Context: an optimization exercise on an open-source flow, tuned for small area, a short achievable clock period and few clock cycles. The choices shown serve that exercise and are no tape-out recipe.
Function was checked by simulation only, so behaviour that the tests miss may differ from the original.
Power and IR drop assume default switching activity.

### run.sh
#!/bin/bash
# synth_recipe.tcl (not shown) runs the flow's synth.tcl, then flattens the netlist and writes it again
# the make line also repeats each setting of config.mk as NAME=value (left out here)
make -C /OpenROAD-flow-scripts/flow DESIGN_CONFIG=/design/flow/config.mk WORK_HOME=/design/flow/orfs CLKGATE_MAP_FILE= SYNTH_SCRIPT=/design/flow/synth_recipe.tcl finish
### config.mk
export PLATFORM = sky130hd
export DESIGN_NAME = truncation_selection_mu_lambda
export DESIGN_NICKNAME = truncation_selection_mu_lambda
export VERILOG_FILES = /design/flow/design.v
export SDC_FILE = /design/flow/constraint.sdc
export NUM_CORES = 4
export LEC_CHECK = 0
export CAP_MARGIN = 20
export CORE_MARGIN = 2
export CORE_UTILIZATION = 45
export SETUP_SLACK_MARGIN = 5
export SLEW_MARGIN = 20
### constraint.sdc
create_clock -name core_clock -period 10.0 [get_ports {clk_i}]
set_input_delay 2.0000 -clock core_clock [delete_from_list [all_inputs] [get_ports {clk_i}]]
set_output_delay 2.0000 -clock core_clock [all_outputs]
set_load 0.01 [all_outputs]
### design.v
`timescale 1ns / 1ps
package tsml_pkg;
  localparam int MaxParents   = 32;
  localparam int MaxOffspring = 64;
  localparam int FitBits      = 32;
  localparam int PIdxW    = $clog2(MaxParents);
  localparam int OIdxW    = $clog2(MaxOffspring);
  localparam int MuW      = $clog2(MaxParents + 1);
  localparam int LamW     = $clog2(MaxOffspring + 1);
  localparam int EntryW   = 6;
  localparam int SlotW    = 5;
  localparam int SrcW     = 6;
  localparam int CfgIdxW  = 2;
  localparam int CfgDataW = 8;
  localparam int PCountW  = 6;
  localparam int OCountW  = 7;
  typedef enum logic [1:0] {
    OP_LOAD_PARENT    = 2'd0,
    OP_LOAD_OFFSPRING = 2'd1,
    OP_RUN            = 2'd2,
    OP_NONE           = 2'd3
  } op_e;
  typedef enum logic [CfgIdxW-1:0] {
    REG_KEEP_PARENTS    = 2'd0,
    REG_MINIMIZE        = 2'd1,
    REG_PARENT_COUNT    = 2'd2,
    REG_OFFSPRING_COUNT = 2'd3
  } reg_e;
  typedef struct packed {
    logic in_ready;
    logic start;
    logic grp;        
    logic rk_load;
    logic rk_hold;
    logic rk_scan;
    logic rk_write;
    logic mg_idx;
    logic mg_fit;
    logic mg_cmp;
    logic em_pos;
    logic em_idx;
    logic em_fit;
    logic em_load;
    logic err_load;
  } tsml_cmd_t;
  typedef struct packed {
    logic run_req;
    logic mu_zero;
    logic comma_err;
    logic lam_zero;
    logic keep;
    logic scan_done;
    logic rank_done;
    logic merge_more;
    logic emit_done;
    logic out_free;
  } tsml_sts_t;
endpackage
`timescale 1ns / 1ps
import tsml_pkg::*;
module truncation_selection_mu_lambda (
  input  logic                clk_i,
  input  logic                rst_ni,
  input  logic                in_valid,
  output logic                in_ready,
  input  logic [1:0]          in_operation,
  input  logic [tsml_pkg::EntryW-1:0]   in_entry_index,
  input  logic [tsml_pkg::FitBits-1:0]  in_fitness,
  input  logic                cfg_valid,
  output logic                cfg_ready,
  input  logic [tsml_pkg::CfgIdxW-1:0]  cfg_index,
  input  logic [tsml_pkg::CfgDataW-1:0] cfg_data,
  output logic                out_valid,
  input  logic                out_ready,
  output logic [tsml_pkg::SlotW-1:0]    out_slot,
  output logic                out_from_offspring,
  output logic [tsml_pkg::SrcW-1:0]     out_source_index,
  output logic [tsml_pkg::FitBits-1:0]  out_survivor_fitness,
  output logic                out_status,
  output logic                out_last
);
  localparam int NO = 64;
  localparam int NP = 32;
  logic          keep_q, min_q;
  logic [5:0]    mu_q;       
  logic [6:0]    lam_q;      
  logic [4:0]    mum1_q;     
  logic [5:0]    lamm1_q;    
  logic [NO-1:0] omask_q;    
  logic [NP-1:0] pmask_q;    
  logic [5:0] mu_w;
  logic [6:0] lam_w;
  assign mu_w  = (cfg_data[5:0] > 6'd32) ? 6'd32 : cfg_data[5:0];
  assign lam_w = (cfg_data[6:0] > 7'd64) ? 7'd64 : cfg_data[6:0];
  assign cfg_ready = 1'b1;
  always_ff @(posedge clk_i or negedge rst_ni) begin
    if (!rst_ni) begin
      keep_q  <= 1'b1;
      min_q   <= 1'b0;
      mu_q    <= 6'd1;
      mum1_q  <= 5'd0;
      pmask_q <= 32'd1;
      lam_q   <= 7'd0;
      lamm1_q <= 6'd63;
      omask_q <= '0;
    end else if (cfg_valid) begin
      case (cfg_index)
        2'd0: keep_q <= cfg_data[0];
        2'd1: min_q  <= cfg_data[0];
        2'd2: begin
          mu_q   <= mu_w;
          mum1_q <= 5'(mu_w - 6'd1);
          for (int k = 0; k < NP; k++) pmask_q[k] <= (6'(k) < mu_w);
        end
        default: begin
          lam_q   <= lam_w;
          lamm1_q <= 6'(lam_w - 7'd1);
          for (int k = 0; k < NO; k++) omask_q[k] <= (7'(k) < lam_w);
        end
      endcase
    end
  end
  typedef enum logic [2:0] {
    S_IDLE, S_CHK1, S_CHK, S_REPO, S_REPP, S_OUT, S_ERR
  } state_e;
  state_e     state_q;
  logic [5:0] j_q;       
  logic [4:0] si_q;      
  logic       rep_p_q;   
  logic in_take, run_take;
  logic rep_v_q, rep_par_q;    
  logic [5:0]  rep_idx_q;
  logic [31:0] rep_x_q;
  logic adv;             
  logic v1_q, v2_q, v3_q, v4_q;
  assign in_take  = in_valid && in_ready;
  assign run_take = in_take && (in_operation == 2'd2);
  assign adv      = !out_valid || out_ready;
  logic [31:0] off_mem [NO];
  logic [31:0] par_mem [NP];
  logic [5:0]  orank   [NO];
  logic [4:0]  prank   [NP];
  logic [NO-1:0] ofresh_q;
  logic [NP-1:0] pfresh_q;
  logic [6:0]  ocnt_q;
  logic [5:0]  pcnt_q;
  logic        odirty_q, pdirty_q, ohp_q, php_q, omin_q, pmin_q;
  logic        st_v_q, st_par_q, st_rep_q;
  logic [5:0]  st_idx_q;
  logic [31:0] st_x_q, st_xn_q;
  logic [NO-1:0] osel_q, hit;
  logic [NP-1:0] psel_q, p1sel_q;
  logic [31:0]   ord_d, prd_d;
  logic [4:0]    prank_rd;
  always_comb begin
    ord_d = '0;
    for (int k = 0; k < NO; k++) ord_d = ord_d | (off_mem[k] & {32{osel_q[k]}});
    prd_d = '0;
    for (int k = 0; k < NP; k++) prd_d = prd_d | (par_mem[k] & {32{psel_q[k]}});
    prank_rd = '0;
    for (int k = 0; k < NP; k++) prank_rd = prank_rd | (prank[k] & {5{p1sel_q[k]}});
  end
  logic ld_par, ld_off, clr_all, clr_o, clr_p;
  assign ld_par = in_take && (in_operation == 2'd0) && !in_entry_index[5];
  assign ld_off = in_take && (in_operation == 2'd1);
  logic need_o, need_p;
  always_ff @(posedge clk_i) begin
    need_o <= (lam_q != 7'd0) &&
              !(!odirty_q && (!ohp_q || (omin_q == min_q)) && (ofresh_q == omask_q));
    need_p <= keep_q &&
              !(!pdirty_q && (!php_q || (pmin_q == min_q)) && (pfresh_q == pmask_q));
  end
  logic c2_v_q, c3_v_q, c4_v_q, s2_v_q, s3_v_q, s4_v_q, s4_par_q;
  logic cmp_busy;
  logic last_issue, rank_busy, issue;
  assign cmp_busy   = rep_v_q || st_v_q || c2_v_q || c3_v_q || c4_v_q;
  assign rank_busy  = cmp_busy || s2_v_q || s3_v_q || (s4_v_q && s4_par_q);
  assign issue      = (state_q == S_OUT) && adv && !rank_busy;
  assign last_issue = issue && (si_q == mum1_q);
  logic repo_end, repp_end;
  assign repo_end = (state_q == S_REPO) && (j_q == lamm1_q);
  assign repp_end = (state_q == S_REPP) && (j_q[4:0] == mum1_q);
  assign clr_all = last_issue;
  assign clr_o   = clr_all || ((state_q == S_CHK) && need_o);
  assign clr_p   = clr_all || ((state_q == S_CHK) && !need_o && need_p) || (repo_end && rep_p_q);
  logic to_out;   
  assign to_out = ((state_q == S_CHK) && !need_o && !need_p) ||
                  (repo_end && !rep_p_q) || repp_end;
  always_ff @(posedge clk_i or negedge rst_ni) begin
    if (!rst_ni) begin
      state_q <= S_IDLE;
      j_q     <= '0;
      si_q    <= '0;
      rep_p_q <= 1'b0;
    end else begin
      unique case (state_q)
        S_IDLE: begin
          if (run_take && (mu_q != 6'd0)) begin
            if (!keep_q && ({1'b0, mu_q} > lam_q)) state_q <= S_ERR;
            else                                   state_q <= S_CHK1;
          end
        end
        S_CHK1: if (!cmp_busy) state_q <= S_CHK;   
        S_CHK: begin
          j_q     <= '0;
          si_q    <= '0;
          rep_p_q <= need_p;
          if (need_o)      state_q <= S_REPO;
          else if (need_p) state_q <= S_REPP;
          else             state_q <= S_OUT;
        end
        S_REPO: begin
          j_q <= j_q + 6'd1;
          if (repo_end) begin
            j_q     <= '0;
            state_q <= rep_p_q ? S_REPP : S_OUT;
          end
        end
        S_REPP: begin
          j_q <= j_q + 6'd1;
          if (repp_end) state_q <= S_OUT;
        end
        S_OUT: begin
          if (issue) begin
            si_q <= si_q + 5'd1;
            if (last_issue) state_q <= S_IDLE;
          end
        end
        S_ERR: begin
          if (adv) state_q <= S_IDLE;
        end
        default: state_q <= S_IDLE;
      endcase
    end
  end
  always_ff @(posedge clk_i) begin
    if ((state_q == S_CHK) && need_o)  osel_q <= NO'(1);
    else if (state_q == S_REPO)        osel_q <= osel_q << 1;
    else if (adv)                      osel_q <= hit;
    if (((state_q == S_CHK) && !need_o && need_p) || (repo_end && rep_p_q) || to_out)
      psel_q <= NP'(1);
    else if (state_q == S_REPP)        psel_q <= psel_q << 1;
    else if (adv && v2_q)              psel_q <= psel_q << 1;
    if (to_out)      p1sel_q <= NP'(1);
    else if (issue)  p1sel_q <= p1sel_q << 1;
  end
  logic nidle, in_ready_d;
  assign nidle = ((state_q == S_IDLE) && !(run_take && (mu_q != 6'd0))) ||
                 ((state_q == S_OUT) && last_issue) || ((state_q == S_ERR) && adv);
  assign in_ready_d = nidle && !(adv ? issue : v1_q) && !(adv ? v1_q : v2_q) &&
                      !(adv ? v2_q : v3_q) && !(adv ? v3_q : v4_q) &&
                      !(adv ? (v4_q || (state_q == S_ERR)) : out_valid);
  always_ff @(posedge clk_i or negedge rst_ni) begin
    if (!rst_ni) in_ready <= 1'b1;
    else         in_ready <= in_ready_d;
  end
  always_ff @(posedge clk_i or negedge rst_ni) begin
    if (!rst_ni) begin
      st_v_q  <= 1'b0;
      rep_v_q <= 1'b0;
    end else begin
      rep_v_q <= (state_q == S_REPO) || (state_q == S_REPP);
      st_v_q  <= ld_par || ld_off || rep_v_q;
    end
  end
  always_ff @(posedge clk_i) begin
    rep_par_q <= (state_q == S_REPP);
    rep_idx_q <= j_q;
    rep_x_q   <= (state_q == S_REPP) ? prd_d : ord_d;
    if (rep_v_q) begin
      st_par_q <= rep_par_q;
      st_rep_q <= 1'b1;
      st_idx_q <= rep_idx_q;
      st_x_q   <= rep_x_q;
      st_xn_q  <= ~rep_x_q;
    end else begin
      st_par_q <= (in_operation == 2'd0);
      st_rep_q <= 1'b0;
      st_idx_q <= in_entry_index;
      st_x_q   <= in_fitness;
      st_xn_q  <= ~in_fitness;
    end
  end
  always_ff @(posedge clk_i) begin
    if (st_v_q && !st_rep_q && !st_par_q) off_mem[st_idx_q] <= st_x_q;
    if (st_v_q && !st_rep_q && st_par_q)  par_mem[st_idx_q[4:0]] <= ~st_xn_q;
  end
  logic [31:0]   sxo, sxp;
  assign sxo = {~st_x_q[31], st_x_q[30:0]};
  assign sxp = {st_xn_q[31], ~st_xn_q[30:0]};
  logic          c2_par_q, c3_par_q, c4_par_q, c2_min_q, c3_min_q, c4_min_q;
  logic [5:0]    c2_idx_q, c3_idx_q, c4_idx_q;
  logic [23:0]   c2_xo_q, c2_xp_q;
  logic [15:0]   c3_xo_q, c3_xp_q;
  logic [7:0]    c4_xo_q, c4_xp_q;
  logic [NO-1:0] or1, or2, or3, or1_q, or2_q, or3_q, ocand, oxb, okb;
  logic [NP-1:0] pr1, pr2, pr3, pr1_q, pr2_q, pr3_q, pcand, pxb, pkb;
  for (genvar k = 0; k < NO; k++) begin : g_ocmp
    logic [31:0] sv;
    logic [8:0]  ra, rb, rc, rd;
    logic        b;
    assign sv    = {~off_mem[k][31], off_mem[k][30:0]};
    assign ra[0] = (st_idx_q < 6'(k)) ^ min_q;
    assign rb[0] = or1_q[k];
    assign rc[0] = or2_q[k];
    assign rd[0] = or3_q[k];
    for (genvar i = 0; i < 8; i++) begin : g_bit
      assign ra[i+1] = (sxo[i]       ^ sv[i])      ? sxo[i]       : ra[i];
      assign rb[i+1] = (c2_xo_q[i]   ^ sv[8+i])    ? c2_xo_q[i]   : rb[i];
      assign rc[i+1] = (c3_xo_q[i]   ^ sv[16+i])   ? c3_xo_q[i]   : rc[i];
      assign rd[i+1] = (c4_xo_q[i]   ^ sv[24+i])   ? c4_xo_q[i]   : rd[i];
    end
    assign or1[k]   = ra[8];
    assign or2[k]   = rb[8];
    assign or3[k]   = rc[8];
    assign b        = rd[8] ^ c4_min_q;
    assign ocand[k] = !c4_par_q && ofresh_q[k] && (c4_idx_q != 6'(k));
    assign oxb[k]   = ocand[k] && b;
    assign okb[k]   = ocand[k] && !b;
  end
  for (genvar k = 0; k < NP; k++) begin : g_pcmp
    logic [31:0] sv;
    logic [8:0]  ra, rb, rc, rd;
    logic        b;
    assign sv    = {~par_mem[k][31], par_mem[k][30:0]};
    assign ra[0] = (st_idx_q < 6'(k)) ^ min_q;
    assign rb[0] = pr1_q[k];
    assign rc[0] = pr2_q[k];
    assign rd[0] = pr3_q[k];
    for (genvar i = 0; i < 8; i++) begin : g_bit
      assign ra[i+1] = (sxp[i]       ^ sv[i])      ? sxp[i]       : ra[i];
      assign rb[i+1] = (c2_xp_q[i]   ^ sv[8+i])    ? c2_xp_q[i]   : rb[i];
      assign rc[i+1] = (c3_xp_q[i]   ^ sv[16+i])   ? c3_xp_q[i]   : rc[i];
      assign rd[i+1] = (c4_xp_q[i]   ^ sv[24+i])   ? c4_xp_q[i]   : rd[i];
    end
    assign pr1[k]   = ra[8];
    assign pr2[k]   = rb[8];
    assign pr3[k]   = rc[8];
    assign b        = rd[8] ^ c4_min_q;
    assign pcand[k] = c4_par_q && pfresh_q[k] && (c4_idx_q[4:0] != 5'(k));
    assign pxb[k]   = pcand[k] && b;
    assign pkb[k]   = pcand[k] && !b;
  end
  logic        s2_par_q, s3_par_q;
  logic [5:0]  s2_idx_q, s3_idx_q, s4_idx_q;
  logic [NO-1:0] s2_xb_q, s2_kb_q, s3_xb_q, s4_xb_q;
  always_ff @(posedge clk_i or negedge rst_ni) begin
    if (!rst_ni) begin
      c2_v_q <= 1'b0;
      c3_v_q <= 1'b0;
      c4_v_q <= 1'b0;
      s2_v_q <= 1'b0;
      s3_v_q <= 1'b0;
      s4_v_q <= 1'b0;
    end else begin
      c2_v_q <= st_v_q;
      c3_v_q <= c2_v_q;
      c4_v_q <= c3_v_q;
      s2_v_q <= c4_v_q;
      s3_v_q <= s2_v_q;
      s4_v_q <= s3_v_q;
    end
  end
  always_ff @(posedge clk_i) begin
    c2_par_q <= st_par_q;
    c2_min_q <= min_q;
    c2_idx_q <= st_idx_q;
    c2_xo_q  <= sxo[31:8];
    c2_xp_q  <= sxp[31:8];
    or1_q    <= or1;
    pr1_q    <= pr1;
    c3_par_q <= c2_par_q;
    c3_min_q <= c2_min_q;
    c3_idx_q <= c2_idx_q;
    c3_xo_q  <= c2_xo_q[23:8];
    c3_xp_q  <= c2_xp_q[23:8];
    or2_q    <= or2;
    pr2_q    <= pr2;
    c4_par_q <= c3_par_q;
    c4_min_q <= c3_min_q;
    c4_idx_q <= c3_idx_q;
    c4_xo_q  <= c3_xo_q[15:8];
    c4_xp_q  <= c3_xp_q[15:8];
    or3_q    <= or3;
    pr3_q    <= pr3;
    s2_par_q <= c4_par_q;
    s2_idx_q <= c4_idx_q;
    s2_xb_q  <= {oxb[NO-1:NP], oxb[NP-1:0] | pxb};
    s2_kb_q  <= {okb[NO-1:NP], okb[NP-1:0] | pkb};
  end
  always_ff @(posedge clk_i or negedge rst_ni) begin
    if (!rst_ni) begin
      ofresh_q <= '0;
      pfresh_q <= '0;
      ocnt_q   <= '0;
      pcnt_q   <= '0;
      odirty_q <= 1'b0;
      pdirty_q <= 1'b0;
      ohp_q    <= 1'b0;
      php_q    <= 1'b0;
      omin_q   <= 1'b0;
      pmin_q   <= 1'b0;
    end else begin
      if (clr_o) begin
        ofresh_q <= '0;
        ocnt_q   <= '0;
        odirty_q <= 1'b0;
        ohp_q    <= 1'b0;
      end else if (c4_v_q && !c4_par_q) begin
        ofresh_q[c4_idx_q] <= 1'b1;
        if (ofresh_q[c4_idx_q]) odirty_q <= 1'b1;
        else                    ocnt_q   <= ocnt_q + 7'd1;
        if (ocnt_q != 7'd0) begin
          ohp_q  <= 1'b1;
          omin_q <= c4_min_q;
          if (ohp_q && (omin_q != c4_min_q)) odirty_q <= 1'b1;
        end
      end
      if (clr_p) begin
        pfresh_q <= '0;
        pcnt_q   <= '0;
        pdirty_q <= 1'b0;
        php_q    <= 1'b0;
      end else if (c4_v_q && c4_par_q) begin
        pfresh_q[c4_idx_q[4:0]] <= 1'b1;
        if (pfresh_q[c4_idx_q[4:0]]) pdirty_q <= 1'b1;
        else                         pcnt_q   <= pcnt_q + 6'd1;
        if (pcnt_q != 6'd0) begin
          php_q  <= 1'b1;
          pmin_q <= c4_min_q;
          if (php_q && (pmin_q != c4_min_q)) pdirty_q <= 1'b1;
        end
      end
    end
  end
  logic [3:0] pc8 [8];
  for (genvar g = 0; g < 8; g++) begin : g_cnt8
    logic [7:0] y0, y1, y2, y3, y4, y5, y6;
    assign y0 = s2_kb_q[8*g +: 8];
    assign y1[0] = y0[0] | y0[1];  assign y1[1] = y0[0] & y0[1];
    assign y1[2] = y0[2] | y0[3];  assign y1[3] = y0[2] & y0[3];
    assign y1[4] = y0[4] | y0[5];  assign y1[5] = y0[4] & y0[5];
    assign y1[6] = y0[6] | y0[7];  assign y1[7] = y0[6] & y0[7];
    assign y2[0] = y1[0] | y1[2];  assign y2[2] = y1[0] & y1[2];
    assign y2[1] = y1[1] | y1[3];  assign y2[3] = y1[1] & y1[3];
    assign y2[4] = y1[4] | y1[6];  assign y2[6] = y1[4] & y1[6];
    assign y2[5] = y1[5] | y1[7];  assign y2[7] = y1[5] & y1[7];
    assign y3[0] = y2[0];
    assign y3[1] = y2[1] | y2[2];  assign y3[2] = y2[1] & y2[2];
    assign y3[3] = y2[3];
    assign y3[4] = y2[4];
    assign y3[5] = y2[5] | y2[6];  assign y3[6] = y2[5] & y2[6];
    assign y3[7] = y2[7];
    assign y4[0] = y3[0] | y3[4];  assign y4[4] = y3[0] & y3[4];
    assign y4[1] = y3[1] | y3[5];  assign y4[5] = y3[1] & y3[5];
    assign y4[2] = y3[2] | y3[6];  assign y4[6] = y3[2] & y3[6];
    assign y4[3] = y3[3] | y3[7];  assign y4[7] = y3[3] & y3[7];
    assign y5[0] = y4[0];
    assign y5[1] = y4[1];
    assign y5[2] = y4[2] | y4[4];  assign y5[4] = y4[2] & y4[4];
    assign y5[3] = y4[3] | y4[5];  assign y5[5] = y4[3] & y4[5];
    assign y5[6] = y4[6];
    assign y5[7] = y4[7];
    assign y6[0] = y5[0];
    assign y6[1] = y5[1] | y5[2];  assign y6[2] = y5[1] & y5[2];
    assign y6[3] = y5[3] | y5[4];  assign y6[4] = y5[3] & y5[4];
    assign y6[5] = y5[5] | y5[6];  assign y6[6] = y5[5] & y5[6];
    assign y6[7] = y5[7];
    assign pc8[g][3] = y6[7];
    assign pc8[g][2] = y6[3] & !y6[7];
    assign pc8[g][1] = (y6[1] & !y6[3]) | (y6[5] & !y6[7]);
    assign pc8[g][0] = (y6[0] & !y6[1]) | (y6[2] & !y6[3]) | (y6[4] & !y6[5]) | (y6[6] & !y6[7]);
  end
  logic [3:0]  s3_pc8_q [8];
  logic [5:0]  s4_ps_q [2];
  always_ff @(posedge clk_i) begin
    s3_par_q <= s2_par_q;
    s3_idx_q <= s2_idx_q;
    s3_xb_q  <= s2_xb_q;
    for (int g = 0; g < 8; g++) s3_pc8_q[g] <= pc8[g];
    s4_par_q <= s3_par_q;
    s4_idx_q <= s3_idx_q;
    s4_xb_q  <= s3_xb_q;
    s4_ps_q[0] <= (6'(s3_pc8_q[0]) + 6'(s3_pc8_q[1])) + (6'(s3_pc8_q[2]) + 6'(s3_pc8_q[3]));
    s4_ps_q[1] <= (6'(s3_pc8_q[4]) + 6'(s3_pc8_q[5])) + (6'(s3_pc8_q[6]) + 6'(s3_pc8_q[7]));
  end
  logic [5:0] rank_new;
  assign rank_new = s4_ps_q[0] + s4_ps_q[1];
  always_ff @(posedge clk_i) begin
    for (int k = 0; k < NO; k++) begin
      if (s4_v_q && !s4_par_q) begin
        if (s4_idx_q == 6'(k))  orank[k] <= rank_new;
        else if (s4_xb_q[k])    orank[k] <= orank[k] + 6'd1;
      end
    end
    for (int k = 0; k < NP; k++) begin
      if (s4_v_q && s4_par_q) begin
        if (s4_idx_q[4:0] == 5'(k)) prank[k] <= rank_new[4:0];
        else if (s4_xb_q[k])        prank[k] <= prank[k] + 5'd1;
      end
    end
  end
  logic [4:0] s1_q, p1_q, s2o_q, s3o_q, s4o_q;
  logic       l1_q, l2_q, l3_q, l4_q;
  logic       hit2_q, hit3_q, take4_q;
  logic [5:0] oidx2_q, oidx3_q, oidx4_q;
  logic [31:0] fo3_q, fp3_q, fo4_q, fp4_q;
  always_ff @(posedge clk_i or negedge rst_ni) begin
    if (!rst_ni) begin
      v1_q <= 1'b0;
      v2_q <= 1'b0;
      v3_q <= 1'b0;
      v4_q <= 1'b0;
    end else if (adv) begin
      v1_q <= issue;
      v2_q <= v1_q;
      v3_q <= v2_q;
      v4_q <= v3_q;
    end
  end
  logic [5:0]    hit_idx;
  always_comb begin
    for (int k = 0; k < NO; k++) hit[k] = v1_q && omask_q[k] && (orank[k] == {1'b0, p1_q});
    hit_idx = '0;
    for (int b = 0; b < 6; b++)
      for (int k = 0; k < NO; k++)
        if (((k >> b) & 1) != 0) hit_idx[b] = hit_idx[b] | hit[k];
  end
  logic better_p;
  assign better_p = min_q ? ($signed(fp3_q) < $signed(fo3_q)) : ($signed(fp3_q) > $signed(fo3_q));
  always_ff @(posedge clk_i) begin
    if (adv) begin
      s1_q    <= si_q;
      p1_q    <= keep_q ? (mum1_q - prank_rd) : si_q;
      l1_q    <= (si_q == mum1_q);
      s2o_q   <= s1_q;
      oidx2_q <= hit_idx;
      hit2_q  <= !keep_q || ({2'b0, p1_q} < lam_q);
      l2_q    <= l1_q;
      s3o_q   <= s2o_q;
      oidx3_q <= oidx2_q;
      hit3_q  <= hit2_q;
      l3_q    <= l2_q;
      fo3_q   <= ord_d;
      fp3_q   <= prd_d;
      s4o_q   <= s3o_q;
      oidx4_q <= oidx3_q;
      l4_q    <= l3_q;
      take4_q <= hit3_q && (!keep_q || !better_p);
      fo4_q   <= fo3_q;
      fp4_q   <= fp3_q;
    end
  end
  always_ff @(posedge clk_i or negedge rst_ni) begin
    if (!rst_ni) begin
      out_valid <= 1'b0;
    end else if (adv) begin
      out_valid <= v4_q || (state_q == S_ERR);
    end
  end
  always_ff @(posedge clk_i) begin
    if (adv) begin
      if (state_q == S_ERR) begin
        out_slot             <= '0;
        out_from_offspring   <= 1'b0;
        out_source_index     <= '0;
        out_survivor_fitness <= '0;
        out_status           <= 1'b1;
        out_last             <= 1'b1;
      end else begin
        out_slot             <= s4o_q;
        out_from_offspring   <= take4_q;
        out_source_index     <= take4_q ? oidx4_q : {1'b0, s4o_q};
        out_survivor_fitness <= take4_q ? fo4_q : fp4_q;
        out_status           <= 1'b0;
        out_last             <= l4_q;
      end
    end
  end
endmodule
==> results.txt <==
## how the worst max path moves through the flow
stage                  to  depth (start not counted)
2_1_floorplan  osel_q[55]                          8
3_3_place_gp   state_q[2]                         12
3_5_place_dp   state_q[2]                         12
4_1_cts         or1_q[27]                         10
5_1_grt        s2_xb_q[1]                         10
6_report       s2_xb_q[0]                         10
## cell families after synthesis
kind of cell	after synthesis	synth area share (%)
compound gates	4921	14.0
xor+xnor	979	3.55
fa+ha+maj	1983	9.19
buf+inv	3252	5.15
flops	5074	58.6
mux	134	0.726
other cells	1	0.00155
simple gates	4689	8.83
## registers in the layout, indices dropped and copies added, names as in the netlist, 63 cells and up
signal and count:
s3_xb_q 64, s2_kb_q 64, or1_q 64, omask_q 63, ofresh_q 64, off_mem 2048
prank 160, s4_xb_q 64, or2_q 64, s2_xb_q 64, orank 384, osel_q 64
or3_q 64, par_mem 1024
## power by group through the flow
stage	combinational [mW]	clock, mW	sequential [mW]
5_1_grt	25.9	22.1	28.0
4_1_cts	24.5	21.3	27.8
2_1_floorplan	12.8	0	26.9
3_3_place_gp	24.3	0	28.2
3_5_place_dp	24.4	0	28.2
6_report	25.9	21.3	27.9
## metal layers
metal  track usage [%]  routed length [um]
met1              49.7              393000
met4              24.6               86900
met2              54.2              438000
met5             0.847                1220
met3              11.9              148000
## placed cells by master (no fill, tap or decap), drive strengths merged, types with 664 or more instances in the layout
master  count
edfxtp   3840
inv      1945
maj3     1793
nand2    1532
nor2     1496
o21ai    1120
a22oi    1081
dfxtp     970
clkbuf    851
a21oi     693
xnor2     664
## through the flow
step           cell area, um2  total power, mW  setup WS (ns)
4_1_cts                270000             73.6           5.57
3_5_place_dp           251000             52.6           4.98
6_report               270000             75.1           5.31
2_1_floorplan          241000             39.7           5.54
3_3_place_gp           251000             52.5           4.97
5_1_grt                270000             76.0           5.35
## cell type report
| type | instances | share of cell area, % |
|---|---|---|
| inverters | 1924 | 2.68 |
| clock inverters | 204 | 0.794 |
| multi-input cells | 12700 | 32.8 |
| diodes | 44 | 0.0407 |
| flip-flops and latches | 5074 | 52.4 |
| well taps | 7155 | 3.31 |
| clock buffers | 849 | 6.09 |
| repair buffers | 610 | 1.90 |
==> reports/summary.txt <==
CP delay by family, top: compound AO/OA/AOI/OAI gates
depth of the most critical reg-to-reg path: 10
Worst Path Required: 10.92 ns
Clock Power Share: 28.4%
CTS root buffer: clkbuf_16
Hold Path Depth: 0
First DRT Iteration DRCs: 33900
Critical Path AT: 5.61 ns
nets: 21100
critical path launch point type: flop
Int Power: 44.9 mW
Worst Setup Path Type: flop to flop
Pre-antenna DRT Iters: 10
antenna violations before repair: 79
R2R Path Start: c4_xo_q[0]
Final Max Tran Viols: 0
residual DRC count: 0
die width: 736 um
total power per unit cell area: 278 mW/mm2
Core Util, Final: 50.7%
Synth async-reset ratio: 5.20%
die area: 0.542 mm2
CP cell instances: buf_4, nor2_1, o21ai_0, a221oi_1, o22ai_1, a2bb2oi_1, maj3_1, a21oi_1, xnor2_1, o22ai_1
P_leak: 96.6 nW
worst hold slack: 0.309 ns
RSZ-0062 raised after global routing: false
min-delay src: s2_xb_q[44]
synth unique cells: 96
#FFs+latches synth: 5074
largest net degree at the start of global routing: 120
Synth Cell Area: 0.241 mm2
NetSw: 30.2 mW
post-CTS setup repair buffer count: 0
site row count: 268
Final setup viols: 0
Hold Violations, Final: 0
num ports: 104
global-route wire length before repair: 1430000 um
Gate power share: 34.4%
die height: 736 um
Synth top area share: 47.8%
worst slew pin tran: 1.38 ns
number of buffers inserted by hold repair at cts: 0
I/O Buffers: 101
Tot GR Track Use: 38.0%
Critical Path End Type: flop
Routed wire per std cell: 37.3 um
cell with the most instances after synthesis: edfxtp_1
CTS tree: done
Post-synth EDFFs: 3840
status: timing/DRC/antenna clean
share of post-route cells with drive strength above 1: 14.9%
Commonest cells post-synth: 3840 x edfxtp_1, 1912 x inv_1, 1532 x nand2_1, 1496 x nor2_1, 1370 x maj3_2
clk sinks: 5074
Clock Skew: 0.0971 ns
Worst Path Max Fanout: 47
min-delay worst type: flop to flop
Buf/Inv on CP: 1
Worst R2R End: s2_xb_q[0]
H-tree depth: 6
fin crit share: 46.9%
CP max-delay cell: a21oi_1
R2R setup slack: 5.31 ns
FF+latch area: 0.142 mm2
RePlAce Congestion: 1.02
Post-Syn Instances: 21000
Worst Setup SP: c4_xo_q[0]
CTS max path bufs: 4
P&R area growth vs syn: 12.0%
Placeable Area: 0.533 mm2
max_cap viols: 0
post-route ant nets: 0
Yosys top cell by area: edfxtp_1
Mean Syn Cell Area: 11.5 um2
Vias/cell: 6.56
minimum clock period: 4.69 ns
Max Clock Freq: 0.213 GHz
total grt overflow: 0
yosys warns: 6
Max transition margin: 7.74%
area of the multi-input gates: 0.0886 mm2
slowest stage delay, CP: 0.83 ns
Routed WL: 1070000 um
Placed Cells: 27500
vias in the first global route: 171000
Crit path top cell by count: o22ai_1
Reg clk slew, reported paths: 0.06 ns
Seq pwr share: 37.1%
Sw Share: 40.2%
Finished Layout Cells: 28600
worst-skew pair later-pin latency: 1.17 ns
Seq/Total Area, Yosys: 58.6%
ys flop type: edfxtp_1
Worst VDD drop: 0.000239 V
cts bufs inserted: 572
CTS resizes: 0
Layout fillers: 46900
top cells by area, synth: edfxtp_1 48%, dfxtp_1 8.0%, maj3_2 6.4%, a22oi_1 3.4%, inv_1 3.0%
post-synthesis net count: 21300
Final TNS setup: 0 ns
detailed placer's ending HPWL: 736000 um
Starting Density: 45.2%
Vias: 187000
WHS Endpoint: s3_xb_q[44]
Testbench counts, summed over its fixed seeds: cycles 16,195.

[port drivers added, routing unchanged]
No port has a modelled driver above. Below, the same layout with a new extraction and two added sets of constraints.
Step 1 sets driving cells, clkbuf_16 on the clock port and buf_2 on the other inputs (assumed; they add their load-dependent delay and slew).
Step 2 times the ports against the registers' clock, not the clock port: input delays grow and output delays shrink by t, the midpoint of the rising clock arrivals with the driver on.
Slacks: ideal / step 1 / step 2; pairs: ideal / step 1.
t, ns: 1.266
setup WS [ns]: 5.312 / 5.312 / 4.842
worst setup path after step 2: input to register
slew at the worst register clock pin (ns): 0.07 / 0.07
After both steps setup and hold are still met in this run. For this run, drivers alone change the setup slack by 0.000 ns; drivers and shift together by -0.470 ns.
